Context: an optimization exercise on an open-source flow, tuned for small area and a short achievable clock period. The choices shown serve that exercise and are no tape-out recipe. Only simulation tests tie the RTL to the original design; equivalence was not proved. Power figures rest on the tool's default switching activity, not on a simulated workload.

**design/flow/config.mk**
```make
export PLATFORM = sky130hd
export DESIGN_NAME = alu_issue_queue
export DESIGN_NICKNAME = alu_issue_queue
export VERILOG_FILES = /design/flow/design.v
export SDC_FILE = /design/flow/constraint.sdc
export NUM_CORES = 4
export LEC_CHECK = 0
export CAP_MARGIN = 20
export CORE_MARGIN = 2
export CORE_UTILIZATION = 40
export PLACE_DENSITY = 0.6
export SETUP_SLACK_MARGIN = 2.8
export SLEW_MARGIN = 20
export SYNTH_HIERARCHICAL = 1
export SYNTH_MINIMUM_KEEP_SIZE = 0
```
**design/flow/constraint.sdc**
```tcl
create_clock -name core_clock -period 5.0 [get_ports {clk}]
set_input_delay 1.0000 -clock core_clock [delete_from_list [all_inputs] [get_ports {clk}]]
set_output_delay 1.0000 -clock core_clock [all_outputs]
set_load 0.01 [all_outputs]
```
**design/flow/design.v**
```verilog
package alu_issue_queue_pkg;
  localparam int unsigned TagWMax = 16;
  localparam logic [5:0] arithAdd  = 6'd1;
  localparam logic [5:0] arithSub  = 6'd2;
  localparam logic [5:0] arithShra = 6'd3;
  localparam logic [5:0] logicAnd  = 6'd4;
  localparam logic [5:0] logicOr   = 6'd5;
  localparam logic [5:0] logicShl  = 6'd6;
  localparam logic [5:0] logicShrl = 6'd7;
  localparam logic [5:0] logicXor  = 6'd8;
  typedef struct packed {
    logic [5:0]                    func;
    logic [4:0]                    c0;
    logic [TagWMax-1:0]            destTag;
    logic [1:0]                    srcReady;
    logic [1:0][TagWMax-1:0]       srcTag;
    logic [1:0][31:0]              srcData;
  } iq_entry_t;
endpackage
module alu_iq_entry_wakeup #(
  parameter int unsigned TAG_W = 6
) (
  input  logic             ready_cur,
  input  logic [TAG_W-1:0] tag_cur,
  input  logic             res_valid,
  input  logic [TAG_W-1:0] res_tag,
  output logic             hit
);
  assign hit = res_valid && !ready_cur && (tag_cur == res_tag);
endmodule
module alu_iq_aoi222 (
  input  logic [2:0] s,
  input  logic [2:0] d,
  output logic       y_n
);
  assign y_n = ~|(s & d);
endmodule
module alu_iq_nand3 (
  input  logic [2:0] a,
  output logic       y
);
  assign y = ~&a;
endmodule
module alu_iq_sel9 (
  input  logic [8:0] s,
  input  logic [8:0] d,
  output logic       y
);
  logic [2:0] t;
  for (genvar g = 0; g < 3; g++) begin : g_aoi
    alu_iq_aoi222 u_aoi (.s(s[3*g +: 3]), .d(d[3*g +: 3]), .y_n(t[g]));
  end
  alu_iq_nand3 u_nand (.a(t), .y(y));
endmodule
module alu_iq_elig (
  input  logic       stay,       
  input  logic [1:0] rdy,        
  input  logic [1:0] hit,        
  input  logic       ins,        
  input  logic       ins_elig,   
  output logic       elig
);
  assign elig = (stay & (rdy[0] | hit[0]) & (rdy[1] | hit[1])) | (ins & ins_elig);
endmodule
module alu_iq_pick #(
  parameter int unsigned N = 8
) (
  input  logic         elig,
  input  logic [N-2:0] elig_o,    
  input  logic [N-2:0] older_o,   
  output logic         sel
);
  assign sel = elig & ~|(elig_o & older_o);
endmodule
module alu_iq_sel10 (
  input  logic [9:0] s,
  input  logic [9:0] d,
  output logic       y
);
  logic [3:0] t;
  for (genvar g = 0; g < 3; g++) begin : g_aoi
    alu_iq_aoi222 u_aoi (.s(s[3*g +: 3]), .d(d[3*g +: 3]), .y_n(t[g]));
  end
  assign t[3] = ~(s[9] & d[9]);
  assign y = ~&t;
endmodule
module alu_iq_dbit (
  input  logic ld_new,
  input  logic v_new,
  input  logic ld_res,
  input  logic v_res,
  input  logic hold,
  input  logic q,
  output logic d
);
  assign d = (ld_new & v_new) | (ld_res & v_res) | (hold & q);
endmodule
module alu_issue_queue #(
  parameter int unsigned DEPTH = 8,
  parameter int unsigned TAG_W = 6
) (
  input  logic               clk,
  input  logic               reset,
  input  logic               en,
  input  logic               inValid,
  output logic               inReady,
  input  logic [5:0]         inFunc,
  input  logic [4:0]         inC0,
  input  logic [TAG_W-1:0]   inDestTag,
  input  logic [1:0]         inSrcReady,
  input  logic [2*TAG_W-1:0] inSrcTag,
  input  logic [63:0]        inSrcData,
  input  logic               resValid,
  input  logic [TAG_W-1:0]   resTag,
  input  logic [31:0]        resData,
  input  logic               allow,
  input  logic               flush,
  output logic               issueValid,
  output logic [5:0]         funcSelect,
  output logic [31:0]        dataIn0,
  output logic [31:0]        dataIn1,
  output logic [4:0]         c0,
  output logic [TAG_W-1:0]   issueTag
);
  localparam int unsigned N = DEPTH;
  logic [N-1:0]            vld_q, vld_d;
  logic [N-1:0][1:0]       rdy_q, rdy_d;
  logic [N-1:0][1:0][31:0] dat_q;
  logic [N-1:0][5:0]       fn_q;
  logic [N-1:0][4:0]       k_q;
  logic [N-1:0][TAG_W-1:0] dt_q;
  logic [N-1:0][N-1:0]     older_q, older_d;    
  logic [31:0]             res_q;
  logic [N-1:0][1:0]       pend_q;
  always_ff @(posedge clk) res_q <= resData;
  logic [N-1:0]            sel_q, sel_d;
  logic                    found_q, found_d;
  logic                    full_q;
  logic                    iv_q;
  logic [5:0]              is_fn_q;
  logic [4:0]              is_k_q;
  logic [TAG_W-1:0]        is_dt_q;
  logic [1:0][31:0]        is_dat_q;
  logic [N-1:0] free_1h, ins_w;
  always_comb begin
    logic taken;
    taken = 1'b0;
    for (int i = 0; i < N; i++) begin
      free_1h[i] = ~vld_q[i] & ~taken;
      taken      = taken | ~vld_q[i];
    end
  end
  assign inReady = ~full_q;
  assign ins_w   = free_1h & {N{en & inValid}};
  logic [1:0]       new_rdy, new_pend;
  logic [1:0][31:0] new_dat;
  for (genvar s = 0; s < 2; s++) begin : g_new
    logic hit_in;
    alu_iq_entry_wakeup #(.TAG_W(TAG_W)) u_wk_in (
      .ready_cur (inSrcReady[s]),
      .tag_cur   (inSrcTag[s*TAG_W +: TAG_W]),
      .res_valid (resValid),
      .res_tag   (resTag),
      .hit       (hit_in)
    );
    assign new_rdy[s]  = inSrcReady[s] | hit_in;
    assign new_pend[s] = hit_in;
    always_comb begin
      new_dat[s] = inSrcData[s*32 +: 32];
      if (!inSrcReady[s]) new_dat[s][TAG_W-1:0] = inSrcTag[s*TAG_W +: TAG_W];
    end
  end
  logic take;       
  assign take = en & allow;
  logic [N-1:0][1:0] hit_a;
  for (genvar i = 0; i < N; i++) begin : g_slot
    for (genvar s = 0; s < 2; s++) begin : g_src
      logic hit, wk;
      assign hit_a[i][s] = hit;
      alu_iq_entry_wakeup #(.TAG_W(TAG_W)) u_wk (
        .ready_cur (rdy_q[i][s]),
        .tag_cur   (dat_q[i][s][TAG_W-1:0]),
        .res_valid (resValid),
        .res_tag   (resTag),
        .hit       (hit)
      );
      assign wk = en & vld_q[i] & hit;
      assign rdy_d[i][s] = ins_w[i] ? new_rdy[s] : (rdy_q[i][s] | wk);
      always_ff @(posedge clk) begin
        pend_q[i][s] <= ~reset & ~flush & (wk | (ins_w[i] & new_pend[s]));
      end
      logic ld_new, ld_res, hold;
      assign ld_new = ins_w[i];
      assign ld_res = pend_q[i][s];
      assign hold   = ~(ld_new | ld_res);
      logic [31:0] dat_d;
      for (genvar b = 0; b < 32; b++) begin : g_b
        alu_iq_dbit u_dbit (
          .ld_new (ld_new), .v_new (new_dat[s][b]),
          .ld_res (ld_res), .v_res (res_q[b]),
          .hold   (hold),   .q     (dat_q[i][s][b]),
          .d      (dat_d[b])
        );
      end
      always_ff @(posedge clk) begin
        rdy_q[i][s] <= rdy_d[i][s];
        dat_q[i][s] <= dat_d;
      end
    end
    always_ff @(posedge clk) begin
      if (ins_w[i]) begin
        fn_q[i] <= inFunc;
        k_q[i]  <= inC0;
        dt_q[i] <= inDestTag;
      end
    end
    always_comb begin
      if (reset)     vld_d[i] = 1'b0;
      else if (!en)  vld_d[i] = vld_q[i];
      else if (flush) vld_d[i] = 1'b0;
      else           vld_d[i] = (vld_q[i] & ~(allow & sel_q[i])) | (inValid & free_1h[i]);
    end
    for (genvar j = 0; j < N; j++) begin : g_age
      if (j > i) begin : g_pair
        assign older_d[i][j] = ins_w[j] | (~ins_w[i] & older_q[i][j]);
        always_ff @(posedge clk) older_q[i][j] <= older_d[i][j];
      end else begin : g_none
        assign older_d[i][j] = 1'b0;
      end
    end
  end
  always_ff @(posedge clk) vld_q <= vld_d;
  logic [N-1:0] elig_d, stay;
  logic         ins_ok, new_elig;
  assign ins_ok   = ~reset & ~flush;
  assign new_elig = new_rdy[0] & new_rdy[1];
  for (genvar i = 0; i < N; i++) begin : g_sel
    assign stay[i] = ~reset & vld_q[i] & ~(en & (flush | (allow & sel_q[i])));
    alu_iq_elig u_elig (
      .stay     (stay[i]),
      .rdy      (rdy_q[i]),
      .hit      (hit_a[i] & {2{en}}),
      .ins      (ins_w[i] & ins_ok),
      .ins_elig (new_elig),
      .elig     (elig_d[i])
    );
    logic [N-2:0] elig_o, older_o;
    for (genvar j = 0; j < N; j++) begin : g_o
      if (j < i) begin : g_lo
        assign elig_o[j]  = elig_d[j];
        assign older_o[j] = older_d[j][i];
      end else if (j > i) begin : g_hi
        assign elig_o[j-1]  = elig_d[j];
        assign older_o[j-1] = ~older_d[i][j];
      end
    end
    alu_iq_pick #(.N(N)) u_pick (
      .elig    (elig_d[i]),
      .elig_o  (elig_o),
      .older_o (older_o),
      .sel     (sel_d[i])
    );
  end
  assign found_d = |elig_d;
  always_ff @(posedge clk) begin
    sel_q   <= sel_d;
    found_q <= found_d;
    full_q  <= &vld_d;
  end
  always_ff @(posedge clk) begin
    if (reset)     iv_q <= 1'b0;
    else if (en)   iv_q <= ~flush & (allow ? found_q : iv_q);
  end
  logic [N-1:0] sel_t;
  assign sel_t = sel_q & {N{take}};
  localparam int unsigned FW = 6 + 5 + TAG_W;
  localparam int unsigned IW = FW + 64;
  logic [N-1:0][FW-1:0] slot_f;
  logic [IW-1:0]        is_q, is_d;
  for (genvar i = 0; i < N; i++) begin : g_slot_f
    assign slot_f[i] = {dt_q[i], k_q[i], fn_q[i]};
  end
  for (genvar b = 0; b < FW; b++) begin : g_isf
    logic [8:0] d9;
    for (genvar i = 0; i < N; i++) begin : g_d
      assign d9[i] = slot_f[i][b];
    end
    assign d9[8] = is_q[b];
    alu_iq_sel9 u_sel (.s({~take, sel_t}), .d(d9), .y(is_d[b]));
  end
  for (genvar s = 0; s < 2; s++) begin : g_isd
    logic         byp;
    logic [N-1:0] sel_s;
    logic [N-1:0] pend_s;
    for (genvar i = 0; i < N; i++) begin : g_p
      assign pend_s[i] = pend_q[i][s];
    end
    assign byp   = |(sel_q & pend_s);
    assign sel_s = sel_t & {N{~byp}};
    for (genvar b = 0; b < 32; b++) begin : g_b
      logic [9:0] d10;
      for (genvar i = 0; i < N; i++) begin : g_d
        assign d10[i] = dat_q[i][s][b];
      end
      assign d10[8] = res_q[b];
      assign d10[9] = is_q[FW + 32*s + b];
      alu_iq_sel10 u_sel (.s({~take, take & byp, sel_s}), .d(d10), .y(is_d[FW + 32*s + b]));
    end
  end
  always_ff @(posedge clk) begin
    is_q <= is_d;
  end
  assign {is_dat_q[1], is_dat_q[0], is_dt_q, is_k_q, is_fn_q} = is_q;
  assign issueValid = iv_q;
  assign funcSelect = is_fn_q;
  assign c0         = is_k_q;
  assign issueTag   = is_dt_q;
  assign dataIn0    = is_dat_q[0];
  assign dataIn1    = is_dat_q[1];
endmodule
```
**design/flow/run.sh**
```bash
#!/bin/bash
# synth_recipe.tcl (not shown) runs the flow's synth.tcl, then flattens the netlist and writes it again
# the make line also repeats each setting of config.mk as NAME=value (left out here)
make -C /OpenROAD-flow-scripts/flow DESIGN_CONFIG=/design/flow/config.mk WORK_HOME=/design/flow/orfs CLKGATE_MAP_FILE= SYNTH_SCRIPT=/design/flow/synth_recipe.tcl finish
```
==> results of run 1 <==
-- power by group --
part	internal, mW	switching [mW]
clock network	3.67	2.83
logic	0.452	0.473
registers	7.12	0.272
-- per-layer routing --
layer	vias up	wire length [µm]	track usage (%)
li1	12900	-	-
met2	2770	63500	51.5
met5	-	11	0
met4	2	9910	21.0
met1	15500	51000	41.9
met3	658	21300	9.50
-- metrics by stage --
stage	total power, mW	worst slack [ns]	utilization [%]
3_5_place_dp	8.33	0.759	45.4
2_1_floorplan	7.89	1.69	-
4_1_cts	14.8	2.69	52.1
6_report	14.8	2.67	52.9
3_3_place_gp	8.28	0.846	45.4
5_1_grt	15.2	2.58	52.9
-- state kept, by name (all words and copies together), names as in the netlist --
register / flops
is_q: 81
vld_q: 8
sel_q: 8
res_q: 32
pend_q: 16
full_q: 1
found_q: 1
k_q: 40
dt_q: 48
rdy_q: 16
fn_q: 48
iv_q: 1
older_q: 28
dat_q: 512
-- modules after synthesis (local to each module, per instance), excerpt --
module | copies in the design | cells | flops+latches
alu_issue_queue | 1 | 1222 | 840
alu_iq_elig | 8 | 3 | 0
alu_iq_dbit | 512 | 2 | 0
alu_iq_sel10 | 64 | 2 | 0
alu_iq_aoi222 | 243 | 1 | 0
alu_iq_nand3 | 17 | 1 | 0
-- path summary, 6_finish.rpt --
| kind | to | startpoint | slack, ns | cells past startpoint |
|---|---|---|---|---|
| max reg2reg | is_q[26] | sel_q[3] | 2.77 | 7 |
| min | iv_q | found_q | 0.44 | 2 |
| max | sel_q[7] | inSrcReady[1] | 2.67 | 11 |
| min reg2reg | iv_q | found_q | 0.44 | 2 |
-- cells by family after synthesis --
| group | Yosys count | synth area share (%) |
|---|---|---|
| compound gates | 874 | 26.2 |
| simple gates | 400 | 6.62 |
| mux | 12 | 0.417 |
| buf+inv | 626 | 7.79 |
| flops | 840 | 56.1 |
| xor+xnor | 108 | 2.92 |
-- what timing repair did --
item,in CTS,in global routing
pin swaps,107,46
setup buffers,126,31
hold buffers,0,0
gates cloned,48,1
endpoints found under the setup margin,883,334
gates resized for setup,711,66
-- Yosys cell counts (31+ instances only) --
| library cell | number |
|---|---|
| a21oi_1 | 31 |
| a222oi_1 | 755 |
| buf_4 | 39 |
| dfxtp_1 | 704 |
| edfxtp_1 | 136 |
| inv_1 | 559 |
| nand2_1 | 141 |
| nand3_1 | 37 |
| nand4_1 | 66 |
| nor2_1 | 63 |
| xnor2_1 | 72 |
| xor2_1 | 36 |
-- area by class of cell --
cell class | count | share of cell area, %
sequential | 840 | 43.2
multi-input combinational | 1424 | 30.8
timing repair buffer | 455 | 10.8
clock buffer | 133 | 5.94
inverter | 563 | 5.24
tap | 1060 | 3.12
clock inverter | 30 | 0.739
timing repair inverter | 8 | 0.168
antenna | 4 | 0.0235
-- critical path, stage by stage --
cell and delay (ns):
clkbuf_4 0.18, nand3b_1 0.30, nor4_4 0.30, buf_4 0.18
nor2_4 0.06, nor2_4 0.12, buf_12 0.17, nand2_2 0.12
nand2_4 0.16, a22oi_1 0.08, and4_1 0.19
==> impl_metrics.env, run 1 <==
export IMPL_max_freq_ghz=0.430
export IMPL_hpwlAfterDp_um=74800
export IMPL_final_setup_tns_ns=0
export IMPL_clock_path_buffers=3
export IMPL_antenna_found_initial=5
export IMPL_synthDistinctLibCells=50
export IMPL_ys_warn_count=7
export IMPL_synth_edf_count=136
export IMPL_io_pins=223
export IMPL_synth_largest_area_cell="dfxtp_1"
export IMPL_maxCapViolations=0
export IMPL_powerDensity_nw_per_um2=348
export IMPL_fill_cells=6898
export IMPL_die_h_um=289
export IMPL_finalHoldViolCount=0
export IMPL_drive_gt1_share_pct=22.5
export IMPL_rsz0062_at_grt="true"
export IMPL_synth_area_top_cells="dfxtp_1 43%, a222oi_1 23%, edfxtp_1 13%, inv_1 6.5%, xnor2_1 1.9%"
export IMPL_tightest_slew_ns=1.13
export IMPL_first_iter_violations=8373
export IMPL_grt_max_degree=48
export IMPL_clock_tree_root_cell="clkbuf_16"
export IMPL_maxSlewViolCount=0
export IMPL_synth_cell_area_um2=32400
export IMPL_routed_wl_um=146000
export IMPL_dp_cells=4142
export IMPL_worstSetupPathType="in2reg"
export IMPL_ant_nets=0
export IMPL_worst_setup_path_end_kind="register"
export IMPL_port_buffers=222
export IMPL_synth_top_area_share_pct=43.5
export IMPL_htreeDepth=3
export IMPL_insertion_delay_ns=0.67
export IMPL_relSlewSlack_pct=24.3
export IMPL_gr_usage_all_layers_pct=33.6
export IMPL_design_area_um2=42500
export IMPL_cp_arrival_ns=2.88
export IMPL_numCtsBuffers=89
export IMPL_status="complete, no violations"
export IMPL_vias=31800
export IMPL_critical_path_peak_fanout=8
export IMPL_drt_vias_per_instance=7.03
export IMPL_fin_cells=4517
export IMPL_synth_nets=3000
export IMPL_clk_pin_slew_ns=0.05
export IMPL_register_area_um2=18400
export IMPL_cts_sinks=840
export IMPL_tritoncts="done"
export IMPL_ys_flop_type="dfxtp_1"
export IMPL_fin_skew_ns=0.0255
export IMPL_final_cell_mix="755 x a222oi_1, 622 x dfxtp_1, 547 x inv_1, 164 x buf_4, 136 x edfxtp_1"
export IMPL_multi_input_area_um2=13100
export IMPL_core_area_um2=80400
export IMPL_final_nets=3521
export IMPL_post_dp_cell_area_um2=36500
export IMPL_p_leak_nw=19.2
export IMPL_chipWidth_um=289
export IMPL_dieArea_um2=83300
export IMPL_grt_overflow=0
export IMPL_synth_async_reset_ratio_pct=0
export IMPL_grt_pass1_vias=31500
export IMPL_period_share_pct=46.5
export IMPL_start_util_pct=40.3
export IMPL_layout_commonest_cell="a222oi_1"
export IMPL_globalplace_congestion=0.923
export IMPL_syn_area_per_cell_um2=11.3
export IMPL_netlist_instances=2860
export IMPL_startpoint_type="input port"
export IMPL_rows=104
export IMPL_syn_to_final_growth_pct=31.2
export IMPL_drc=0
export IMPL_ys_ff_latch=840
export IMPL_period_needed_ns=2.33
export IMPL_yosysSeqAreaShare_pct=56.1
export IMPL_setup_violations_final=0
export IMPL_first_pass_iters=17
export IMPL_cp_required_ns=5.55
export IMPL_vdd_ir_drop_max_uv=262
export IMPL_grt_pass1_wl_um=209000
export IMPL_hold_path_class="reg2reg"
export IMPL_wl_per_cell_um=32.3
export IMPL_hold_slack_ns=0.442
==> run 2, diff against run 1 <==
--- a/design/flow/config.mk
+++ b/design/flow/config.mk
@@ -10,2 +10,4 @@
 export CORE_UTILIZATION = 40
+export CTS_CLUSTER_DIAMETER = 90
+export CTS_CLUSTER_SIZE = 26
 export PLACE_DENSITY = 0.6
@@ -15 +17,2 @@
 export SYNTH_MINIMUM_KEEP_SIZE = 0
+export TNS_END_PERCENT = 10
==> run 2 against run 1 <==
Still clean; sequential share of layout area up 1.7 points; clock skew increased by 0.016 ns; setup slack worse by 0.067 ns; clock power fell by 39%; via count is 3.5% lower; cell area fell by 4.3%; first-iteration DRC count increased by 0.36%; sequential power barely moved; register-to-register slack got worse by 0.10 ns; core utilization is 2.3 points lower; count of clock-buffer cells in the layout fell by 80; critical path type unchanged.
==> impl_metrics.env, run 2 <==
export IMPL_dieArea_um2=83300
export IMPL_final_setup_tns_ns=0
export IMPL_globalplace_congestion=0.936
export IMPL_first_iter_violations=8403
export IMPL_period_share_pct=47.9
export IMPL_post_dp_cell_area_um2=36400
export IMPL_worst_setup_path_end_kind="register"
export IMPL_drt_vias_per_instance=7.03
export IMPL_tightest_slew_ns=0.983
export IMPL_gr_usage_all_layers_pct=31.9
export IMPL_chipWidth_um=289
export IMPL_maxCapViolations=0
export IMPL_port_buffers=222
export IMPL_status="complete, no violations"
export IMPL_startpoint_type="input port"
export IMPL_reg_top3="dat_q (512), is_q (81)"
export IMPL_multi_input_area_um2=12800
export IMPL_final_nets=3421
export IMPL_place_ws_ns=0.694
export IMPL_fill_cells=7080
export IMPL_maxSlewViolCount=0
export IMPL_register_area_um2=18300
export IMPL_synth_largest_area_cell="dfxtp_1"
export IMPL_period_needed_ns=2.39
export IMPL_io_pins=223
export IMPL_synth_cell_area_um2=32400
export IMPL_synth_top_area_share_pct=43.5
export IMPL_vdd_ir_drop_max_uv=252
export IMPL_hold_path_class="reg2reg"
export IMPL_design_area_um2=40700
export IMPL_synth_nets=3000
export IMPL_antenna_found_initial=7
export IMPL_drc=0
export IMPL_hpwlAfterDp_um=75200
export IMPL_synthDistinctLibCells=50
export IMPL_layout_commonest_cell="a222oi_1"
export IMPL_fin_skew_ns=0.0418
export IMPL_vias=30700
export IMPL_clock_tree_root_cell="clkbuf_16"
export IMPL_yosysMostFrequentCell="a222oi_1"
export IMPL_ys_flop_type="dfxtp_1"
export IMPL_p_leak_nw=18.6
export IMPL_syn_area_per_cell_um2=11.3
export IMPL_setup_violations_final=0
export IMPL_finalPower_mw=12.3
export IMPL_final_cell_mix="755 x a222oi_1, 660 x dfxtp_1, 555 x inv_1, 136 x edfxtp_1, 118 x nand2_1"
export IMPL_start_util_pct=40.3
export IMPL_synth_edf_count=136
export IMPL_cp_arrival_ns=2.89
export IMPL_syn_to_final_growth_pct=25.5
export IMPL_die_h_um=289
export IMPL_rows=104
export IMPL_clk_pin_slew_ns=0.09
export IMPL_routed_wl_um=142000
export IMPL_synth_commonest_cells="755 x a222oi_1, 704 x dfxtp_1, 559 x inv_1, 141 x nand2_1, 136 x edfxtp_1"
export IMPL_numCtsBuffers=41
export IMPL_ant_nets=0
export IMPL_first_pass_iters=15
export IMPL_powerDensity_nw_per_um2=301
export IMPL_top_register="dat_q"
export IMPL_synth_area_top_cells="dfxtp_1 43%, a222oi_1 23%, edfxtp_1 13%, inv_1 6.5%, xnor2_1 1.9%"
export IMPL_wl_per_cell_um=32.7
export IMPL_max_freq_ghz=0.418
export IMPL_insertion_delay_ns=0.63
export IMPL_netlist_instances=2860
export IMPL_ys_warn_count=7
export IMPL_worstSetupPathType="in2reg"
export IMPL_grt_overflow=0
export IMPL_synth_async_reset_ratio_pct=0
export IMPL_core_area_um2=80400
export IMPL_htreeDepth=2
export IMPL_grt_pass1_vias=30000
export IMPL_rsz0062_at_grt="true"
export IMPL_clock_path_buffers=3
export IMPL_yosysSeqAreaShare_pct=56.1
export IMPL_tritoncts="done"
export IMPL_setup_slack_ns=2.61
export IMPL_cts_sinks=840
export IMPL_critical_path_peak_fanout=5
export IMPL_ys_ff_latch=840
export IMPL_finalHoldViolCount=0
export IMPL_relSlewSlack_pct=34.4
export IMPL_largest_reg_flops=512
export IMPL_cts_hold_buffers_added=0
export IMPL_grt_max_degree=47
export IMPL_cp_required_ns=5.50
export IMPL_grt_pass1_wl_um=199000
export IMPL_drive_gt1_share_pct=16.2
## run 2: critical path, stage by stage
cell       delay, ns
buf_4           0.15
bufbuf_16       0.29
xor2_2          0.16
nor4_4          0.30
nor2_4          0.09
nor2_4          0.20
buf_6           0.16
nand2_4         0.07
nand2_4         0.10
a22o_1          0.16
a221oi_2        0.04
and4_1          0.17
## run 2: layout make-up
type,instances,area share [%]
antenna,2,0.0123
sequential,840,44.9
timing repair inverter,3,0.0554
clock buffer,53,2.71
multi-input combinational,1407,31.3
inverter,563,5.38
timing repair buffer,425,12.0
clock inverter,9,0.326
tap,1060,3.26
## run 2: power breakdown
group | total (mW) | internal, mW | leakage (nW) | switching [mW]
Combinational | 0.919 | 0.445 | 11.0 | 0.474
Sequential | 7.39 | 7.12 | 6.98 | 0.271
Clock | 3.95 | 1.62 | 0.594 | 2.33
## run 2: worst paths after layout
kind	from	endpoint	slack (ns)	cells after the start
max	resTag[1]	sel_q[0]	2.61	12
min	is_q[48]	is_q[48]	0.48	2
max reg2reg	vld_q[2]	dat_q[439]	2.67	8
min reg2reg	is_q[48]	is_q[48]	0.48	2
## run 2: modules after synthesis, one instance, submodules excluded, excerpt
| module | flip-flops and latches | times used | cells inside |
|---|---|---|---|
| alu_iq_aoi222 | 0 | 243 | 1 |
| alu_iq_dbit | 0 | 512 | 2 |
| alu_iq_elig | 0 | 8 | 3 |
| alu_iq_nand3 | 0 | 17 | 1 |
| alu_iq_sel10 | 0 | 64 | 2 |
| alu_issue_queue | 840 | 1 | 1222 |
## run 2: per-layer routing
layer	GRT usage (%)	part of all wire (%)	wire, µm
met1	40.8	36	50900
met2	51.2	45	64100
met3	6.49	13	19000
met4	16.0	5.9	8380
met5	0	0.035	50
## run 2: stage by stage
stage	utilization, %	hold slack (ns)	cells
4_1_cts	49.5	0.481	4321
5_1_grt	50.6	0.505	4361
3_3_place_gp	45.3	0.452	4166
3_5_place_dp	45.3	0.462	4166
2_1_floorplan	-	0.417	2860
6_report	50.6	0.480	4362
## run 2: kinds of logic after synthesis
family	share of synthesized area (%)
AO/OA/AOI/OAI	26.2
XOR/XNOR	2.92
buffers and inverters	7.79
flip-flops	56.1
multiplexers	0.417
AND/OR/NAND/NOR	6.62
## run 2: timing repair
action	CTS	global route
pin swaps	112	55
buffers inserted	57	25
setup endpoints to repair	882	542
resized for setup	475	109
cloned	36	14
endpoints found under the hold margin	0	0
==> run 3, diff against run 2 <==
==> design/flow/flow/run.sh (new file) <==
#!/bin/bash
# The standard layout, except that the port buffers are the smallest buffer
# cell instead of the one buffer_ports picks by default. The standard flow's log
# goes to standard.log in the work folder.
set -euo pipefail
export BUFFER_PORTS_ARGS="-buffer_cell sky130_fd_sc_hd__buf_1"
bash standard.sh > standard.log 2>&1
==> design/flow/standard.sh (new file) <==
#!/bin/bash
# synth_recipe.tcl (not shown) runs the flow's synth.tcl, then flattens the netlist and writes it again
# the make line also repeats each setting of config.mk as NAME=value (left out here)
make -C /OpenROAD-flow-scripts/flow DESIGN_CONFIG=/design/flow/config.mk WORK_HOME=/design/flow/orfs CLKGATE_MAP_FILE= SYNTH_SCRIPT=/design/flow/synth_recipe.tcl "${@:-finish}"
removed: design/flow/run.sh
==> run 3 against run 2 <==
Setup slack lost 0.030 ns; fmax shrank 1.2%; wire length shrank 4.7%; clock power is essentially flat; first-iteration DRC count shrank 8.4%; critical endpoint is now sel_q[1].
==> impl_metrics.env, run 3 <==
export IMPL_status="complete, no violations"
export IMPL_drive_gt1_share_pct=15.2
export IMPL_port_buffers=222
export IMPL_vdd_ir_drop_max_uv=237
export IMPL_grt_pass1_wl_um=191000
export IMPL_p_leak_nw=17.4
export IMPL_synth_async_reset_ratio_pct=0
export IMPL_largest_reg_flops=512
export IMPL_relSlewSlack_pct=26.6
export IMPL_die_h_um=289
export IMPL_numCtsBuffers=40
export IMPL_worstSetupPathType="in2reg"
export IMPL_synthAdderAreaFrac_pct=0
export IMPL_synth_cell_area_um2=32400
export IMPL_vias=30000
export IMPL_rows=104
export IMPL_startpoint_type="input port"
export IMPL_hold_slack_ns=0.444
export IMPL_synthSimpleGateAreaFrac_pct=6.62
export IMPL_clock_path_buffers=3
export IMPL_first_pass_iters=14
export IMPL_ys_warn_count=7
export IMPL_rr_startpoint="sel_q[7]"
export IMPL_final_setup_tns_ns=0
export IMPL_crit_start="resTag[5]"
export IMPL_cp_num_buf_inv=2
export IMPL_globalplace_congestion=0.937
export IMPL_synth_commonest_cells="755 x a222oi_1, 704 x dfxtp_1, 559 x inv_1, 141 x nand2_1, 136 x edfxtp_1"
export IMPL_syn_area_per_cell_um2=11.3
export IMPL_fin_skew_ns=0.0465
export IMPL_critical_path_peak_fanout=16
export IMPL_synth_compound_area_share_pct=26.2
export IMPL_wl_per_cell_um=31.0
export IMPL_finalHoldViolCount=0
export IMPL_final_cell_mix="755 x a222oi_1, 674 x dfxtp_1, 549 x inv_1, 204 x buf_1, 136 x edfxtp_1"
export IMPL_insertion_delay_ns=0.65
export IMPL_synth_largest_area_cell="dfxtp_1"
export IMPL_cp_depth=10
export IMPL_syn_to_final_growth_pct=20.9
export IMPL_cts_sinks=840
export IMPL_crit_chain="buf_4 > buf_12 > xnor2_2 > nand3_2 > nor4_4 > and2_4 > o221ai_4 > nand2_4 > a22oi_1 > and4_1"
export IMPL_synth_nets=3000
export IMPL_grt_pass1_vias=27800
export IMPL_worst_setup_path_end_kind="register"
export IMPL_cp_slowest_cell="nor4_4"
export IMPL_netlist_instances=2860
export IMPL_rsz0062_at_grt="true"
export IMPL_gr_usage_all_layers_pct=30.6
export IMPL_synth_area_top_cells="dfxtp_1 43%, a222oi_1 23%, edfxtp_1 13%, inv_1 6.5%, xnor2_1 1.9%"
export IMPL_synth_top_family_by_area="compound AO/OA/AOI/OAI gates"
export IMPL_tritoncts="done"
export IMPL_grt_max_degree=74
export IMPL_max_freq_ghz=0.413
export IMPL_crit_end="sel_q[1]"
export IMPL_period_needed_ns=2.42
export IMPL_synth_top_area_share_pct=43.5
export IMPL_ant_nets=0
export IMPL_yosysMostFrequentCell="a222oi_1"
export IMPL_hold_path_class="in2reg"
export IMPL_synth_edf_count=136
export IMPL_synthDistinctLibCells=50
export IMPL_cp_required_ns=5.52
export IMPL_routed_wl_um=136000
export IMPL_maxSlewViolCount=0
export IMPL_start_util_pct=40.3
export IMPL_period_share_pct=48.5
export IMPL_maxCapViolations=0
export IMPL_ys_flop_type="dfxtp_1"
export IMPL_hpwlAfterDp_um=72700
export IMPL_final_nets=3433
export IMPL_powerDensity_nw_per_um2=309
export IMPL_clk_pin_slew_ns=0.10
export IMPL_setup_violations_final=0
export IMPL_top_register="dat_q"
export IMPL_cp_arrival_ns=2.94
export IMPL_ys_ff_latch=840
export IMPL_clock_tree_root_cell="clkbuf_16"
export IMPL_dieArea_um2=83300
export IMPL_chipWidth_um=289
export IMPL_final_util_pct=48.7
export IMPL_grt_overflow=0
export IMPL_synth_xor_area_share_pct=2.92
export IMPL_tightest_slew_ns=1.10
export IMPL_layout_commonest_cell="a222oi_1"
export IMPL_htreeDepth=2
export IMPL_drt_vias_per_instance=6.85
export IMPL_drc=0
export IMPL_antenna_found_initial=8
export IMPL_cp_top_family="simple AND/OR/NAND/NOR gates"
export IMPL_yosys_mux_area_fraction_pct=0.417
export IMPL_io_pins=223
export IMPL_rrSetupSlack_ns=2.59
export IMPL_yosysSeqAreaShare_pct=56.1
export IMPL_max_stage_delay_ns=0.39
export IMPL_core_area_um2=80400
export IMPL_r2r_end="is_q[28]"
export IMPL_ff2ff_path_depth=8
export IMPL_reg_top3="dat_q (512), is_q (81)"
export IMPL_first_iter_violations=7698
[run 3: cell types whose count changed in the layout (fill, tap and decap cells not counted), sizes merged]
cell           previous run  this run
buf                     195       419
clkdlybuf4s50           113         0
dlygate4sd2              76         0
clkdlybuf4s15            16         0
nor2                     68        83
clkbuf                   69        55
bufbuf                    9         0
clkinvlp                  3        10
clkinv                   11         6
inv                     561       557
bufinv                    0         2
diode                     2         4
and2                     19        20
or2                       7         6
[run 3: metrics by stage]
step           power (mW)  setup WS (ns)  instance area (µm²)  instances
2_1_floorplan        7.87           1.69                32500       2860
3_3_place_gp         8.20           1.08                35000       4141
3_5_place_dp         8.22          0.994                35000       4143
4_1_cts              12.1           2.70                38400       4328
5_1_grt              12.5           2.49                39200       4374
6_report             12.1           2.58                39200       4375
[run 3: worst min path at each step]
stage | start | end | depth (start not counted)
after floorplan | found_q | iv_q | 2
after global placement | iv_q | iv_q | 2
after detailed placement | iv_q | iv_q | 2
after CTS | resData[4] | res_q[4] | 1
after global routing | resData[0] | res_q[0] | 1
final | resData[0] | res_q[0] | 1
[run 3: cell families (layout without fill, tap and decap cells)]
| kind of cell | after synthesis | in the layout |
|---|---|---|
| AOI/OAI and AO/OA | 874 | 874 |
| DFF | 840 | 840 |
| buffers and inverters | 626 | 1049 |
| and+or+nand+nor | 400 | 428 |
| xor gates and xnor gates | 108 | 108 |
| muxes | 12 | 12 |
| other | 0 | 4 |
[run 3: power breakdown]
group | leakage (nW) | switching [mW] | internal [mW]
logic | 9.83 | 0.435 | 0.346
clock network | 0.587 | 2.31 | 1.64
registers | 6.97 | 0.258 | 7.12
[run 3: per-module statistics from Yosys (local to each module, per instance), a selection]
| module | flip-flops and latches | cells inside | area, µm² |
|---|---|---|---|
| alu_iq_elig | 0 | 3 | 22.5 |
| alu_iq_dbit | 0 | 2 | 13.8 |
| alu_issue_queue | 840 | 1222 | 20300 |
| alu_iq_aoi222 | 0 | 1 | 10.0 |
| alu_iq_sel10 | 0 | 2 | 10.0 |
| alu_iq_nand3 | 0 | 1 | 5.00 |
[run 3: cell type report]
cell class / count / area (µm²)
repair inverters: 2 / 17.5
flip-flops and latches: 840 / 18200
well taps: 1060 / 1330
fillers: 7302 / 41200
diodes: 4 / 10.0
clock buffers: 50 / 1090
repair buffers: 424 / 3300
clock inverters: 10 / 131
inverters: 563 / 2230
multi-input cells: 1422 / 12800
[run 3: per-layer routing]
layer  part of all wire [%]  vias to the layer above  wire length (µm)  global-route usage (%)
li1                       -                    12600                 -                       -
met1                     37                    14600             50000                    40.8
met2                     45                     2373             60500                    47.8
met3                     14                      411             19000                    7.41
met4                    4.5                        8              6070                    12.6
met5                  0.034                        -                46                       0
[run 3: timing repair]
action,in CTS,in global routing
setup endpoints to repair,814,603
buffers inserted,98,36
gates resized for setup,215,75
pin swaps,82,52
hold buffers,0,0
gates cloned,27,7
==> run 4, diff against run 3 <==
--- a/design/flow/config.mk
+++ b/design/flow/config.mk
@@ -17,2 +17,2 @@
 export SYNTH_MINIMUM_KEEP_SIZE = 0
-export TNS_END_PERCENT = 10
+export TNS_END_PERCENT = 0
==> run 4 against run 3 <==
Core utilization is 1.7 points lower; worst hold slack better by 0.0078 ns; global-route usage is 0.75 points lower; combinational power is 6.9% lower; largest cell class unchanged; cell count is 1.6% lower; setup slack worse by 0.14 ns; synthesized cell count stayed put; clock skew is 0.012 ns lower; die area stayed put; total power is 0.48% higher.
==> impl_metrics.env, run 4 <==
export IMPL_synthAdderAreaFrac_pct=0
export IMPL_worstSetupPathType="reg2reg"
export IMPL_worst_path_most_repeated_cell="buf_4"
export IMPL_routed_wl_um=130000
export IMPL_htreeDepth=2
export IMPL_antenna_found_initial=12
export IMPL_synth_async_reset_ratio_pct=0
export IMPL_relSlewSlack_pct=20.3
export IMPL_cp_required_ns=5.49
export IMPL_synth_xor_area_share_pct=2.92
export IMPL_powerDensity_nw_per_um2=321
export IMPL_ys_ff_latch=840
export IMPL_drt_vias_per_instance=6.82
export IMPL_grt_pass1_vias=27200
export IMPL_largest_reg_flops=512
export IMPL_multi_input_area_um2=12300
export IMPL_synth_area_top_cells="dfxtp_1 43%, a222oi_1 23%, edfxtp_1 13%, inv_1 6.5%, xnor2_1 1.9%"
export IMPL_tightest_slew_ns=1.19
export IMPL_yosysSeqAreaShare_pct=56.1
export IMPL_crit_start="sel_q[2]"
export IMPL_max_stage_delay_ns=0.54
export IMPL_hold_depth=1
export IMPL_yosysMostFrequentCell="a222oi_1"
export IMPL_hp_start="resData[22]"
export IMPL_cp_top_family="buffers and inverters"
export IMPL_clock_path_buffers=3
export IMPL_ff2ff_path_depth=10
export IMPL_maxCapViolations=0
export IMPL_cp_depth=10
export IMPL_reg_top3="dat_q (512), is_q (81)"
export IMPL_worst_setup_path_end_kind="register"
export IMPL_synth_commonest_cells="755 x a222oi_1, 704 x dfxtp_1, 559 x inv_1, 141 x nand2_1, 136 x edfxtp_1"
export IMPL_layout_commonest_cell="a222oi_1"
export IMPL_chipWidth_um=289
export IMPL_ys_warn_count=7
export IMPL_dp_cells=4146
export IMPL_yosys_mux_area_fraction_pct=0.417
export IMPL_rows=104
export IMPL_synthDistinctLibCells=50
export IMPL_grt_overflow=0
export IMPL_synth_nets=3000
export IMPL_setup_violations_final=0
export IMPL_die_h_um=289
export IMPL_globalplace_congestion=0.879
export IMPL_io_pins=223
export IMPL_status="complete, no violations"
export IMPL_drc=0
export IMPL_cp_arrival_ns=3.05
export IMPL_synth_top_area_share_pct=43.5
export IMPL_max_freq_ghz=0.390
export IMPL_top_register="dat_q"
export IMPL_vias=29400
export IMPL_fin_skew_ns=0.0342
export IMPL_critical_path_peak_fanout=17
export IMPL_synth_cell_area_um2=32400
export IMPL_insertion_delay_ns=0.64
export IMPL_period_needed_ns=2.56
export IMPL_register_area_um2=18200
export IMPL_fin_cells=4304
export IMPL_cp_num_buf_inv=5
export IMPL_final_cell_mix="755 x a222oi_1, 683 x dfxtp_1, 552 x inv_1, 215 x buf_1, 136 x edfxtp_1"
export IMPL_synthSimpleGateAreaFrac_pct=6.62
export IMPL_ys_flop_type="dfxtp_1"
export IMPL_synth_edf_count=136
export IMPL_synth_largest_area_cell="dfxtp_1"
export IMPL_core_area_um2=80400
export IMPL_synth_top_family_by_area="compound AO/OA/AOI/OAI gates"
export IMPL_gr_usage_all_layers_pct=29.9
export IMPL_finalHoldViolCount=0
export IMPL_maxSlewViolCount=0
export IMPL_rsz0062_at_grt="true"
export IMPL_grt_max_degree=71
export IMPL_clock_tree_root_cell="clkbuf_16"
export IMPL_startpoint_type="register"
export IMPL_netlist_instances=2860
export IMPL_final_nets=3359
export IMPL_dieArea_um2=83300
export IMPL_rr_startpoint="sel_q[2]"
export IMPL_vdd_ir_drop_max_uv=260
export IMPL_cts_hold_buffers_added=0
export IMPL_hpwlAfterDp_um=72000
export IMPL_p_leak_nw=16.8
export IMPL_first_iter_violations=7950
export IMPL_start_util_pct=40.3
export IMPL_port_buffers=222
export IMPL_drive_gt1_share_pct=11.9
export IMPL_crit_chain="a22oi_1 > nand4_1 > buf_12 > buf_4 > buf_4 > nor2_4 > buf_4 > buf_12 > a222oi_1 > nand4_1"
export IMPL_syn_to_final_growth_pct=16.8
export IMPL_wl_per_cell_um=30.2
export IMPL_hold_path_class="in2reg"
export IMPL_hold_slack_ns=0.452
export IMPL_numCtsBuffers=41
export IMPL_final_setup_tns_ns=0
export IMPL_period_share_pct=51.3
export IMPL_syn_area_per_cell_um2=11.3
export IMPL_final_util_pct=47.1
export IMPL_first_pass_iters=13
export IMPL_grt_pass1_wl_um=187000
export IMPL_finalPower_mw=12.2
export IMPL_cts_sinks=840
export IMPL_synth_compound_area_share_pct=26.2
export IMPL_cp_slowest_cell="dfxtp_1"
export IMPL_ant_nets=0
export IMPL_fill_cells=7477
export IMPL_clk_pin_slew_ns=0.10
export IMPL_tritoncts="done"
==> run 4: path summary, 6_finish.rpt <==
path | slack (ns) | to
max | 2.44 | is_q[75]
min | 0.45 | res_q[22]
max reg2reg | 2.44 | is_q[75]
min reg2reg | 0.45 | iv_q
==> run 4: modules after synthesis, one instance, submodules excluded, excerpt <==
module	copies in the design	area (µm²)	flip-flops and latches
alu_iq_nand3	17	5.00	0
alu_iq_elig	8	22.5	0
alu_issue_queue	1	20300	840
alu_iq_aoi222	243	10.0	0
alu_iq_sel10	64	10.0	0
alu_iq_dbit	512	13.8	0
==> run 4: layout make-up <==
class	instances	area share, %
tap	1060	3.50
clock buffer	50	2.94
timing repair inverter	3	0.0595
sequential	840	48.1
multi-input combinational	1408	32.6
clock inverter	14	0.483
antenna	4	0.0264
timing repair buffer	362	6.45
inverter	563	5.80
==> run 4: routing by layer <==
layer / share of wire, % / wire length, µm / GRT usage, % / up-vias
li1: - / - / - / 12400
met1: 38 / 49900 / 41.2 / 14400
met2: 44 / 57100 / 46.4 / 2199
met3: 13 / 17200 / 5.81 / 329
met4: 4.3 / 5620 / 11.6 / 18
met5: 0.085 / 111 / 0 / -
==> run 4: kinds of logic after synthesis <==
kind of cell | count (synthesis)
DFF | 840
buffers and inverters | 626
AOI/OAI and AO/OA | 874
and+or+nand+nor | 400
muxes | 12
xor gates and xnor gates | 108
==> run 4: what timing repair did <==
| action | in CTS | in global routing |
|---|---|---|
| setup buffers | 68 | 3 |
| cloned | 18 | 1 |
| resized for setup | 114 | 26 |
| endpoints found under the setup margin | 792 | 710 |
| pin swaps | 36 | 15 |
==> run 4: where the power goes <==
| group | total [mW] | switching (mW) | internal (mW) |
|---|---|---|---|
| Sequential | 7.37 | 0.247 | 7.12 |
| Combinational | 0.727 | 0.406 | 0.321 |
| Clock | 4.07 | 2.33 | 1.74 |
| Total | 12.2 | 2.98 | 9.19 |
==> run 4: per-stage QoR <==
step / instance area (µm²) / setup WS [ns]
CTS: 37700 / 2.58
global route: 37800 / 2.44
detailed placement: 35000 / 1.10
floorplan: 32500 / 1.69
global placement: 35000 / 1.13
finish: 37900 / 2.44
==> run 5, diff against run 4 <==
--- a/design/flow/design.v
+++ b/design/flow/design.v
@@ -97,2 +97,21 @@
 endmodule
+module alu_iq_dbyte (
+  input  logic       ld_new,
+  input  logic [7:0] v_new,
+  input  logic       ld_res,
+  input  logic [7:0] v_res,
+  input  logic [7:0] q,
+  output logic [7:0] d
+);
+  logic hold;
+  assign hold = ~(ld_new | ld_res);
+  for (genvar b = 0; b < 8; b++) begin : g_b
+    alu_iq_dbit u_dbit (
+      .ld_new (ld_new), .v_new (v_new[b]),
+      .ld_res (ld_res), .v_res (v_res[b]),
+      .hold   (hold),   .q     (q[b]),
+      .d      (d[b])
+    );
+  end
+endmodule
 module alu_issue_queue #(
@@ -187,3 +206,3 @@
       assign wk = en & vld_q[i] & hit;
-      assign rdy_d[i][s] = ins_w[i] ? new_rdy[s] : (rdy_q[i][s] | wk);
+      assign rdy_d[i][s] = free_1h[i] ? new_rdy[s] : (rdy_q[i][s] | wk);
       always_ff @(posedge clk) begin
@@ -191,13 +210,9 @@
       end
-      logic ld_new, ld_res, hold;
-      assign ld_new = ins_w[i];
-      assign ld_res = pend_q[i][s];
-      assign hold   = ~(ld_new | ld_res);
       logic [31:0] dat_d;
-      for (genvar b = 0; b < 32; b++) begin : g_b
-        alu_iq_dbit u_dbit (
-          .ld_new (ld_new), .v_new (new_dat[s][b]),
-          .ld_res (ld_res), .v_res (res_q[b]),
-          .hold   (hold),   .q     (dat_q[i][s][b]),
-          .d      (dat_d[b])
+      for (genvar g = 0; g < 4; g++) begin : g_byte
+        alu_iq_dbyte u_dbyte (
+          .ld_new (free_1h[i]),   .v_new (new_dat[s][8*g +: 8]),
+          .ld_res (pend_q[i][s]), .v_res (res_q[8*g +: 8]),
+          .q      (dat_q[i][s][8*g +: 8]),
+          .d      (dat_d[8*g +: 8])
         );
@@ -210,3 +225,3 @@
     always_ff @(posedge clk) begin
-      if (ins_w[i]) begin
+      if (free_1h[i]) begin
         fn_q[i] <= inFunc;
--- a/design/flow/config.mk
+++ b/design/flow/config.mk
@@ -14,5 +14,5 @@
 export SETUP_SLACK_MARGIN = 2.8
-export SLEW_MARGIN = 20
+export SLEW_MARGIN = 70
 export SYNTH_HIERARCHICAL = 1
 export SYNTH_MINIMUM_KEEP_SIZE = 0
-export TNS_END_PERCENT = 0
+export TNS_END_PERCENT = 10
==> run 5 against run 4 <==
Clock skew up 0.012 ns; area after synthesis increased by 0.53%; non-clock buffer count is 3 higher; total power shrank 0.26%; setup slack improved by 0.26 ns.
==> impl_metrics.env, run 5 <==
export IMPL_maxCapViolations=0
export IMPL_reg_top3="dat_q (512), is_q (81)"
export IMPL_startpoint_type="register"
export IMPL_synthDistinctLibCells=46
export IMPL_cp_required_ns=4.00
export IMPL_period_share_pct=46.1
export IMPL_syn_area_per_cell_um2=11.2
export IMPL_globalplace_congestion=0.980
export IMPL_dieArea_um2=83800
export IMPL_crit_start="is_q[17]"
export IMPL_cp_arrival_ns=1.31
export IMPL_hold_path_class="in2reg"
export IMPL_yosysSeqAreaShare_pct=55.8
export IMPL_chipWidth_um=289
export IMPL_ant_nets=0
export IMPL_critical_path_peak_fanout=2
export IMPL_grt_pass1_vias=28000
export IMPL_ff2ff_path_depth=9
export IMPL_layout_commonest_cell="a222oi_1"
export IMPL_synth_nets=3050
export IMPL_numCtsBuffers=41
export IMPL_rows=104
export IMPL_synth_top_area_share_pct=43.2
export IMPL_netlist_instances=2910
export IMPL_first_iter_violations=7824
export IMPL_synth_xor_area_share_pct=2.90
export IMPL_cp_top_family="flip-flops"
export IMPL_fin_cells=4359
export IMPL_synth_commonest_cells="756 x a222oi_1, 704 x dfxtp_1, 556 x inv_1, 140 x nand2_1, 136 x edfxtp_1"
export IMPL_grt_overflow=0
export IMPL_synthSimpleGateAreaFrac_pct=7.39
export IMPL_ys_ff_latch=840
export IMPL_cp_num_buf_inv=1
export IMPL_htreeDepth=2
export IMPL_grt_max_degree=50
export IMPL_clock_tree_root_cell="clkbuf_16"
export IMPL_worst_setup_path_end_kind="primary output"
export IMPL_start_util_pct=40.5
export IMPL_vdd_ir_drop_max_uv=238
export IMPL_ys_flop_type="dfxtp_1"
export IMPL_gr_usage_all_layers_pct=29.3
export IMPL_cts_sinks=840
export IMPL_synth_top_family_by_area="compound AO/OA/AOI/OAI gates"
export IMPL_final_nets=3407
export IMPL_clock_path_buffers=3
export IMPL_synthAdderAreaFrac_pct=0
export IMPL_finalHoldViolCount=0
export IMPL_drt_vias_per_instance=6.75
export IMPL_wl_per_cell_um=29.5
export IMPL_yosys_mux_area_fraction_pct=0.415
export IMPL_period_needed_ns=2.31
export IMPL_max_stage_delay_ns=0.35
export IMPL_io_pins=223
export IMPL_powerDensity_nw_per_um2=311
export IMPL_tightest_slew_ns=0.460
export IMPL_clk_pin_slew_ns=0.10
export IMPL_hp_start="resData[30]"
export IMPL_synth_area_top_cells="dfxtp_1 43%, a222oi_1 23%, edfxtp_1 13%, inv_1 6.4%, xnor2_1 1.9%"
export IMPL_grt_pass1_wl_um=185000
export IMPL_fin_skew_ns=0.0459
export IMPL_dp_cells=4238
export IMPL_synth_cell_area_um2=32600
export IMPL_first_pass_iters=14
export IMPL_setup_violations_final=0
export IMPL_drive_gt1_share_pct=15.9
export IMPL_core_area_um2=80500
export IMPL_routed_wl_um=129000
export IMPL_insertion_delay_ns=0.62
export IMPL_rsz0062_at_grt="true"
export IMPL_vias=29400
export IMPL_final_setup_tns_ns=0
export IMPL_crit_chain="buf_1"
export IMPL_antenna_found_initial=14
export IMPL_ys_warn_count=7
export IMPL_p_leak_nw=17.1
export IMPL_r2r_end="dat_q[319]"
export IMPL_rr_startpoint="vld_q[3]"
export IMPL_synth_edf_count=136
export IMPL_drc=0
export IMPL_cp_slowest_cell="dfxtp_1"
export IMPL_port_buffers=222
export IMPL_tritoncts="done"
export IMPL_top_register="dat_q"
export IMPL_hpwlAfterDp_um=76900
export IMPL_final_cell_mix="756 x a222oi_1, 639 x dfxtp_1, 543 x inv_1, 193 x buf_1, 136 x edfxtp_1"
export IMPL_largest_reg_flops=512
export IMPL_worstSetupPathType="reg2out"
export IMPL_die_h_um=289
export IMPL_synth_largest_area_cell="dfxtp_1"
export IMPL_synth_async_reset_ratio_pct=0
export IMPL_cp_depth=1
export IMPL_finalPower_mw=12.1
export IMPL_rrSetupSlack_ns=2.76
export IMPL_yosysMostFrequentCell="a222oi_1"
export IMPL_maxSlewViolCount=0
export IMPL_relSlewSlack_pct=69.3
export IMPL_syn_to_final_growth_pct=19.6
export IMPL_status="complete, no violations"
export IMPL_synth_compound_area_share_pct=26.0
export IMPL_max_freq_ghz=0.434
export IMPL_crit_end="dataIn0[0]"
[run 5: cell count changes after synthesis, sizes merged, moves of 4 or more]
cell | previous run | this run
nand3 | 38 | 46
a22oi | 26 | 22
nor2 | 63 | 114
nor3 | 0 | 5
a211oi | 10 | 0
o21ai | 11 | 20
nor3b | 5 | 0
inv | 561 | 556
o211ai | 2 | 6
[run 5: per-module statistics from Yosys (local to each module, per instance), excerpt]
module / times used / cells inside
alu_issue_queue: 1 / 1208
alu_iq_sel10: 64 / 2
alu_iq_nand3: 17 / 1
alu_iq_elig: 8 / 3
alu_iq_aoi222: 243 / 1
alu_iq_dbyte: 64 / 1
alu_iq_dbit: 512 / 2
[run 5: repair_timing]
item | 4_1_cts | 5_1_grt
hold buffers | 0 | 0
endpoints found under the setup margin | 417 | 364
pin swaps | 36 | 22
resized for setup | 123 | 33
buffers inserted | 15 | 13
cloned | 13 | 4
[run 5: final cells by class]
| class | count | area [µm²] |
|---|---|---|
| clock inverter | 11 | 139 |
| inverter | 556 | 2130 |
| sequential | 840 | 18300 |
| tap | 1060 | 1330 |
| antenna | 7 | 17.5 |
| multi-input combinational | 1463 | 13100 |
| fill | 7346 | 41600 |
| timing repair buffer | 365 | 2810 |
| clock buffer | 57 | 1110 |
[run 5: through the flow]
step	cell area, µm²	hold WS (ns)	utilization, %	setup slack [ns]
floorplan	32800	0.437	-	2.31
global route	39000	0.432	48.4	2.65
detailed placement	36400	0.452	45.2	1.71
CTS	38500	0.432	47.8	2.71
finish	39000	0.456	48.4	2.69
global placement	35200	0.453	43.8	1.41
[run 5: report_power, final]
part	total (mW)	switching (mW)	internal, mW
Sequential	7.38	0.266	7.12
Clock	3.96	2.31	1.66
Combinational	0.788	0.445	0.343
Total	12.1	3.02	9.12
[run 5: layer usage]
layer | GRT usage, % | share of wire [%] | vias to the layer above
li1 | - | - | 12700
met1 | 39.0 | 38 | 14300
met2 | 46.1 | 45 | 2144
met3 | 6.48 | 13 | 332
met4 | 11.7 | 3.7 | 14
met5 | 0 | 0.068 | -
[run 5: worst min-delay path by stage]
stage	endpoint	slack [ns]	cells after the start
6_report	res_q[30]	0.46	1
5_1_grt	res_q[25]	0.43	1
4_1_cts	res_q[25]	0.43	1
3_5_place_dp	iv_q	0.45	2
3_3_place_gp	iv_q	0.45	2
2_1_floorplan	older_q[37]	0.44	2
[run 5: kinds of logic (layout without fill, tap and decap cells)]
kind of cell,Yosys count,in the layout
other,0,7
AOI/OAI and AO/OA,876,876
muxes,12,12
buffers and inverters,613,989
DFF,840,840
xor gates and xnor gates,108,108
and+or+nand+nor,461,467
==> run 6, diff against run 5 <==
--- a/design/flow/design.v
+++ b/design/flow/design.v
@@ -173,2 +173,4 @@
   assign ins_w   = free_1h & {N{en & inValid}};
+  logic res_v;
+  assign res_v = resValid & en;
   logic [1:0]       new_rdy, new_pend;
@@ -180,3 +182,3 @@
       .tag_cur   (inSrcTag[s*TAG_W +: TAG_W]),
-      .res_valid (resValid),
+      .res_valid (res_v),
       .res_tag   (resTag),
@@ -201,3 +203,3 @@
         .tag_cur   (dat_q[i][s][TAG_W-1:0]),
-        .res_valid (resValid),
+        .res_valid (res_v),
         .res_tag   (resTag),
@@ -205,3 +207,3 @@
       );
-      assign wk = en & vld_q[i] & hit;
+      assign wk = vld_q[i] & hit;
       assign rdy_d[i][s] = free_1h[i] ? new_rdy[s] : (rdy_q[i][s] | wk);
@@ -256,3 +258,3 @@
       .rdy      (rdy_q[i]),
-      .hit      (hit_a[i] & {2{en}}),
+      .hit      (hit_a[i]),
       .ins      (ins_w[i] & ins_ok),
@@ -313,3 +315,3 @@
     assign byp   = |(sel_q & pend_s);
-    assign sel_s = sel_t & {N{~byp}};
+    assign sel_s = sel_t & ~pend_s;
     for (genvar b = 0; b < 32; b++) begin : g_b
==> run 6 against run 5 <==
Still clean; area after synthesis down 0.39%; cell count up 1.4%; core utilization up 1.1 points; via count about the same; worst hold slack better by 0.0065 ns; fmax down 3.2%; flip-flop and latch count unchanged; clock skew down 0.015 ns; critical path depth up 11; clock power up 2%; count of clock-buffer cells in the layout down 2; die area down 0.39%; critical path type is now in2reg.
==> impl_metrics.env, run 6 <==
export IMPL_status="complete, no violations"
export IMPL_die_h_um=289
export IMPL_antenna_found_initial=14
export IMPL_yosysMostFrequentCell="a222oi_1"
export IMPL_vias=29500
export IMPL_rows=104
export IMPL_ys_ff_latch=840
export IMPL_synth_top_family_by_area="compound AO/OA/AOI/OAI gates"
export IMPL_synth_compound_area_share_pct=26.0
export IMPL_ff2ff_path_depth=9
export IMPL_tritoncts="done"
export IMPL_vdd_ir_drop_max_uv=194
export IMPL_first_pass_iters=14
export IMPL_max_freq_ghz=0.420
export IMPL_ys_flop_type="dfxtp_1"
export IMPL_synth_cell_area_um2=32500
export IMPL_syn_area_per_cell_um2=11.2
export IMPL_cp_required_ns=5.56
export IMPL_synth_area_top_cells="dfxtp_1 43%, a222oi_1 23%, edfxtp_1 13%, inv_1 6.5%, xnor2_1 1.9%"
export IMPL_chipWidth_um=289
export IMPL_place_ws_ns=1.22
export IMPL_final_setup_tns_ns=0
export IMPL_routed_wl_um=123000
export IMPL_syn_to_final_growth_pct=22.5
export IMPL_dieArea_um2=83400
export IMPL_port_buffers=222
export IMPL_fin_skew_ns=0.0308
export IMPL_synthSimpleGateAreaFrac_pct=6.97
export IMPL_hold_depth=1
export IMPL_hold_path_class="in2reg"
export IMPL_register_area_um2=18300
export IMPL_first_iter_violations=7172
export IMPL_synth_xor_area_share_pct=2.91
export IMPL_period_share_pct=47.6
export IMPL_grt_pass1_vias=27400
export IMPL_tightest_slew_ns=0.508
export IMPL_ant_nets=0
export IMPL_netlist_instances=2896
export IMPL_globalplace_congestion=0.942
export IMPL_drc=0
export IMPL_synth_async_reset_ratio_pct=0
export IMPL_maxCapViolations=0
export IMPL_relSlewSlack_pct=66.1
export IMPL_drt_vias_per_instance=6.67
export IMPL_setup_slack_ns=2.62
export IMPL_powerDensity_nw_per_um2=307
export IMPL_synthAdderAreaFrac_pct=0
export IMPL_synth_largest_area_cell="dfxtp_1"
export IMPL_gr_usage_all_layers_pct=27.6
export IMPL_finalHoldViolCount=0
export IMPL_fill_cells=7289
export IMPL_drive_gt1_share_pct=17.3
export IMPL_worst_setup_path_end_kind="register"
export IMPL_rsz0062_at_grt="true"
export IMPL_start_util_pct=40.4
export IMPL_worstSetupPathType="in2reg"
export IMPL_grt_max_degree=65
export IMPL_grt_overflow=0
export IMPL_cts_hold_buffers_added=0
export IMPL_critical_path_peak_fanout=5
export IMPL_clock_path_buffers=3
export IMPL_synth_edf_count=136
export IMPL_startpoint_type="input port"
export IMPL_reg_top3="dat_q (512), is_q (81)"
export IMPL_largest_reg_flops=512
export IMPL_layout_commonest_cell="a222oi_1"
export IMPL_wl_per_cell_um=27.8
export IMPL_insertion_delay_ns=0.62
export IMPL_io_pins=223
export IMPL_ys_warn_count=7
export IMPL_synth_commonest_cells="755 x a222oi_1, 704 x dfxtp_1, 558 x inv_1, 151 x nand2_1, 136 x edfxtp_1"
export IMPL_p_leak_nw=17.5
export IMPL_clk_pin_slew_ns=0.11
export IMPL_clock_tree_root_cell="clkbuf_16"
export IMPL_htreeDepth=2
export IMPL_synth_top_area_share_pct=43.4
export IMPL_period_needed_ns=2.38
export IMPL_core_area_um2=80400
export IMPL_top_register="dat_q"
export IMPL_setup_violations_final=0
export IMPL_cp_arrival_ns=2.94
export IMPL_final_cell_mix="755 x a222oi_1, 647 x dfxtp_1, 545 x inv_1, 205 x buf_1, 136 x edfxtp_1"
export IMPL_yosysSeqAreaShare_pct=56.0
export IMPL_hpwlAfterDp_um=78500
export IMPL_numCtsBuffers=41
export IMPL_synthDistinctLibCells=48
export IMPL_grt_pass1_wl_um=177000
export IMPL_cts_sinks=840
export IMPL_yosys_mux_area_fraction_pct=0.447
export IMPL_multi_input_area_um2=13300
export IMPL_maxSlewViolCount=0
export IMPL_final_nets=3466
export IMPL_synth_nets=3036
==> run 6: stage by stage <==
step / power (mW) / hold slack, ns / utilization, % / std cells / instance area, µm²
finish: 12.2 / 0.463 / 49.5 / 4419 / 39800
global route: 12.6 / 0.439 / 49.5 / 4417 / 39800
CTS: 12.2 / 0.436 / 48.2 / 4378 / 38800
detailed placement: 8.21 / 0.460 / 45.3 / 4255 / 36400
global placement: 8.17 / 0.457 / 43.6 / 4184 / 35100
floorplan: 7.87 / 0.437 / - / 2896 / 32600
==> run 6: logic make-up after synthesis <==
family | Yosys count
AO/OA/AOI/OAI | 871
flip-flops | 840
buffers and inverters | 619
AND/OR/NAND/NOR | 445
XOR/XNOR | 108
multiplexers | 13
==> run 6: layout make-up <==
cell class / count / share of cell area, %
Antenna cell: 8 / 0.0503
Multi-Input combinational cell: 1444 / 33.5
Inverter: 562 / 5.46
Tap cell: 1060 / 3.33
Clock inverter: 13 / 0.491
Clock buffer: 55 / 2.82
Sequential cell: 840 / 46.0
Timing Repair Buffer: 437 / 8.39
==> run 6: Yosys stat by module (local to each module, per instance), excerpt <==
| module | area [µm²] | copies in the design |
|---|---|---|
| alu_iq_dbit | 13.8 | 512 |
| alu_iq_elig | 22.5 | 8 |
| alu_iq_nand3 | 5.00 | 17 |
| alu_iq_aoi222 | 10.0 | 243 |
| alu_iq_dbyte | 3.75 | 64 |
| alu_issue_queue | 20100 | 1 |
| alu_iq_sel10 | 10.0 | 64 |
==> run 6: worst max-delay path, stage by stage <==
cell and delay, ns:
buf_8 0.10, buf_8 0.12, bufbuf_16 0.27, xnor2_4 0.14
nand3_4 0.09, nor4_4 0.04, buf_4 0.16, o221ai_4 0.28
nand2_4 0.11, a22o_1 0.25, a221oi_2 0.16, and4_1 0.21
==> run 6: repair_timing <==
| action | in CTS | in global routing |
|---|---|---|
| endpoints found under the setup margin | 418 | 291 |
| gates cloned | 10 | 7 |
| pin swaps | 63 | 27 |
| resized for setup | 119 | 80 |
| setup buffers | 45 | 22 |
==> run 6: path summary, 6_finish.rpt <==
check	from	to	slack, ns
setup / recovery	resTag[4]	sel_q[2]	2.62
hold / removal	resData[22]	res_q[22]	0.46
setup reg to reg	vld_q[3]	dat_q[219]	2.73
hold reg to reg	fn_q[25]	is_q[1]	0.48
==> run 6: report_power, final <==
part	internal, mW	switching [mW]
Sequential	7.12	0.242
Clock	1.76	2.28
Combinational	0.358	0.454
Total	9.25	2.98
==> run 6: layer usage <==
metal / wire [µm] / GRT usage, % / vias to the layer above
li1: - / - / 12800
met1: 47100 / 37.1 / 14400
met2: 55800 / 44.2 / 2026
met3: 15500 / 5.66 / 288
met4: 4210 / 9.90 / 14
met5: 101 / 0 / -

==> re-timing with driven ports <==
No port has a modelled driver above. Below, the same layouts with a new extraction and two added sets of constraints.
Step 1: set_driving_cell puts a clkbuf_16 on clk and a buf_2 on each other input, an assumption about the parent block.
Step 2, shift: input delay + t, output delay - t, t = (earliest + latest rising clock arrival at the registers) / 2. This alone moves slack from input paths to output paths.
a / b / c = ideal ports / drivers / drivers and shift; a / b = the first two.
run	t (ns)	setup slack, ns	worst hold slack (ns)	cell pins on the clock port's net
run 1	0.724	2.673 / 2.670 / 1.946	0.442 / 0.442 / 0.442	1
run 2	0.679	2.606 / 2.618 / 1.939	0.480 / 0.480 / 0.480	1
run 3	0.693	2.577 / 2.591 / 1.911	0.444 / 0.400 / 0.472	1
run 4	0.688	2.436 / 2.436 / 1.853	0.452 / 0.407 / 0.452	1
run 5	0.672	2.695 / 2.626 / 2.018	0.456 / 0.410 / 0.460	1
run 6	0.672	2.618 / 2.624 / 1.967	0.463 / 0.418 / 0.483	1
After both steps every run listed still meets setup and hold. The setup slack of run 1, which loses most, moves by -0.003 ns with the drivers and by -0.727 ns with both steps.
